Source: an optimization exercise on an open RTL-to-GDS flow (aim: small area and a short achievable clock period). Production flows keep margins and buffers that such runs may drop. RTL that was checked went through simulation tests only; none was proved equivalent to the original. Power figures rest on the tool's default switching activity, not on a simulated workload.

==> flow/design.v (excerpt) <==
module convPoolLayer (
    input  logic               clock,
    input  logic               rstN,
    input  logic               pixValid,
    input  cnnPkg::pixelT      pixData,
    input  logic               coefValid,
    input  cnnPkg::coefWriteT  coefWr,
    output logic               poolValid,
    output cnnPkg::poolSampleT poolOut
);
Size: about 2200 cells after synthesis, roughly 49 I/O pins, roughly 31000 um2 of cells after synthesis.
Settings: LEC_CHECK=0, CAP_MARGIN=20, CORE_MARGIN=2, CORE_UTILIZATION=65, CTS_CLUSTER_DIAMETER=80, CTS_CLUSTER_SIZE=20, SETUP_SLACK_MARGIN=4.0, SLEW_MARGIN=20, SYNTH_HIERARCHICAL=1; clock period 6.5 ns.
run.sh (not shown) runs the stock make flow with config.mk's settings and CLKGATE_MAP_FILE= SYNTH_SCRIPT=/design/flow/synth_recipe.tcl, a recipe that flattens the netlist after the stock synthesis.
Rerun with:
--- a/flow/design.v
+++ b/flow/design.v
@@ -48,28 +48,20 @@
     input  logic         rstN,
     input  logic         coefValid,
     input  logic [11:0]  coefWr,
     output logic [107:0] wenc,
     output logic [7:0]   bias
 );
     logic        wrValid;
     logic [11:0] wr;
     logic [11:0] wrEnc;
-    always_ff @(posedge clock or negedge rstN) begin
-        if (!rstN) begin
-            wrValid <= 1'b0;
-        end else begin
-            wrValid <= coefValid;
-        end
-    end
-    always_ff @(posedge clock) begin
-        wr <= coefWr;
-    end
+    assign wrValid = coefValid;
+    assign wr      = coefWr;
     always_comb begin
         for (int d = 0; d < 4; d++) begin
             logic b2, b1, b0;
             b2 = wr[2*d+1];
             b1 = wr[2*d];
             b0 = (d == 0) ? 1'b0 : wr[2*d-1];
             wrEnc[3*d]   = b1 ^ b0;
             wrEnc[3*d+1] = (b2 & ~b1 & ~b0) | (~b2 & b1 & b0);
             wrEnc[3*d+2] = b2 & ~(b1 & b0);
@@ -131,21 +123,29 @@
             winValid <= pixValid && rowCnt >= 3'd2 && colCnt >= 3'd2;
             if (pixValid) begin
                 colCnt <= colCnt + 1'b1;
                 if (colCnt == 3'd7) begin
                     rowCnt <= rowCnt + 1'b1;
                 end
             end
         end
     end
+    logic shiftNext;
+    always_ff @(posedge clock or negedge rstN) begin
+        if (!rstN) begin
+            shiftNext <= 1'b0;
+        end else begin
+            shiftNext <= pixValid;
+        end
+    end
     always_ff @(posedge clock) begin
-        if (pixValid) begin
-            shift[0] <= pixData;
+        shift[0] <= pixData;
+        if (shiftNext) begin
             for (int k = 1; k < 19; k++) begin
                 shift[k] <= shift[k-1];
             end
         end
     end
     always_comb begin
         for (int kr = 0; kr < 3; kr++) begin
             for (int kc = 0; kc < 3; kc++) begin
                 pix[8*(3*kr+kc) +: 8] = shift[8*(2-kr) + (2-kc)];
@@ -2487,61 +2487,56 @@
     logic [2:0] convCol;
     logic signed [18:0] other;
     logic signed [18:0] pairQ [2];
     logic signed [18:0] value;
     logic               greater;
     logic               takeOther;
     logic [3:0]         poolPos;
     assign value = conv;
     gtCompare uGreater (
-        .a      (value),
-        .b      (other),
-        .first  (!convRow[0] && !convCol[0]),
-        .first2 (convCol[0] || !convRow[0]),
-        .gt     (greater),
-        .gt2    (takeOther)
+        .a  (value),
+        .b  (other),
+        .gt (greater)
     );
+    assign takeOther = convValid && (convCol[0] || !convRow[0] || greater);
     always_ff @(posedge clock or negedge rstN) begin
         if (!rstN) begin
             convRow   <= '0;
             convCol   <= '0;
             poolValid <= 1'b0;
         end else begin
             poolValid <= convValid && convRow[0] && convCol[0];
             if (convValid) begin
                 if (convCol == 3'd5) begin
                     convCol <= '0;
                     convRow <= (convRow == 3'd5) ? 3'd0 : convRow + 1'b1;
                 end else begin
                     convCol <= convCol + 1'b1;
                 end
             end
         end
     end
     always_ff @(posedge clock) begin
-        if (convValid && takeOther) begin
+        if (takeOther) begin
             other <= convCol[0] ? pairQ[1] : value;
         end
         if (convValid && convCol[0]) begin
             pairQ[0] <= greater ? value : other;
             pairQ[1] <= pairQ[0];
         end
         poolPos <= {convRow[2:1], convCol[2:1]};
     end
     assign poolOut = {pairQ[0][18], pairQ[0], poolPos};
 endmodule
 module gtCompare (
     input  logic [18:0] a,
     input  logic [18:0] b,
-    input  logic        first,
-    input  logic        first2,
-    output logic        gt,
-    output logic        gt2
+    output logic        gt
 );
     logic g0_0;
     logic e0_0;
     logic g0_1;
     logic e0_1;
     logic g0_2;
     logic e0_2;
     logic g0_3;
     logic e0_3;
@@ -2609,18 +2604,20 @@
     logic e3_0;
     logic g3_1;
     logic e3_1;
     logic g3_2;
     logic e3_2;
     logic g4_0;
     logic e4_0;
     logic g4_1;
     logic e4_1;
+    logic g5_0;
+    logic e5_0;
     assign g0_0 = a[0] & ~b[0];
     assign e0_0 = ~(a[0] ^ b[0]);
     assign g0_1 = a[1] & ~b[1];
     assign e0_1 = ~(a[1] ^ b[1]);
     assign g0_2 = a[2] & ~b[2];
     assign e0_2 = ~(a[2] ^ b[2]);
     assign g0_3 = a[3] & ~b[3];
     assign e0_3 = ~(a[3] ^ b[3]);
     assign g0_4 = a[4] & ~b[4];
@@ -2670,29 +2667,20 @@
     gtNodeN uN2_3 (.gh(g1_7), .eh(e1_7), .gl(g1_6), .el(e1_6), .g(g2_3), .e(e2_3));
     gtNodeN uN2_4 (.gh(g1_9), .eh(e1_9), .gl(g1_8), .el(e1_8), .g(g2_4), .e(e2_4));
     gtNodeP uN3_0 (.gh(g2_1), .eh(e2_1), .gl(g2_0), .el(e2_0), .g(g3_0), .e(e3_0));
     gtNodeP uN3_1 (.gh(g2_3), .eh(e2_3), .gl(g2_2), .el(e2_2), .g(g3_1), .e(e3_1));
     assign g3_2 = ~g2_4;
     assign e3_2 = ~e2_4;
     gtNodeN uN4_0 (.gh(g3_1), .eh(e3_1), .gl(g3_0), .el(e3_0), .g(g4_0), .e(e4_0));
     assign g4_1 = ~g3_2;
     assign e4_1 = ~e3_2;
-    gtTopP uTop_gt (.gh(g4_1), .eh(e4_1), .gl(g4_0), .first(first), .gt(gt));
-    gtTopP uTop_gt2 (.gh(g4_1), .eh(e4_1), .gl(g4_0), .first(first2), .gt(gt2));
-endmodule
-module gtTopP (
-    input  logic gh,
-    input  logic eh,
-    input  logic gl,
-    input  logic first,
-    output logic gt
-);
-    assign gt = first | gh | (eh & gl);
+    gtNodeP uN5_0 (.gh(g4_1), .eh(e4_1), .gl(g4_0), .el(e4_0), .g(g5_0), .e(e5_0));
+    assign gt = ~g5_0;
 endmodule
 module gtNodeP (
     input  logic gh,
     input  logic eh,
     input  logic gl,
     input  logic el,
     output logic g,
     output logic e
 );
Outcome: Hold slack barely changes; wire length is higher by 2.6%; final area went down by 0.72%; global-route usage came out higher by 1.1 points; register-to-register slack gets worse by 0.09 ns; non-clock buffer count is higher by 3; utilization hardly moves; die area drops by 1.1%; synthesized area goes down by 1.2%; maximum frequency shrinks by 3.6%; sequential share of layout area went down by 0.61 points; clock skew goes up by 0.020 ns; total power falls by 0.73%.
The RTL of the second run of this note was laid out without a check of its function.

## what the ideal ports hide
Ports are ideal in the flow. The routed layouts listed here were re-timed in OpenROAD.
Step 1 (the two cells are an assumption about what drives the block):
set clk [get_ports {clock}]
set_driving_cell -lib_cell sky130_fd_sc_hd__clkbuf_16 $clk
set_driving_cell -lib_cell sky130_fd_sc_hd__buf_2 [delete_from_list [all_inputs] $clk]
Step 2 moves the port delays by t, midway between the first and last clock arrival at a register: inputs arrive t later, outputs are due t later. That takes back most of the time a late clock gives input paths.
a / b / c = no drivers / after step 1 / after step 2; a / b = the first two.
run	t, ns	setup WS [ns]	slew at the worst register clock pin (ns)	worst data-port slew with drivers (ns)	cell pins on the clock port's net
the first run	0.636	4.040 / 3.981 / 3.533	0.09 / 0.09	0.04	1
the second run	0.636	3.949 / 3.939 / 3.348	0.09 / 0.09	0.04	1
After both steps every run listed still meets setup and hold. The setup slack of the second run, which loses most, moves by -0.010 ns with the drivers and by -0.601 ns with both steps.
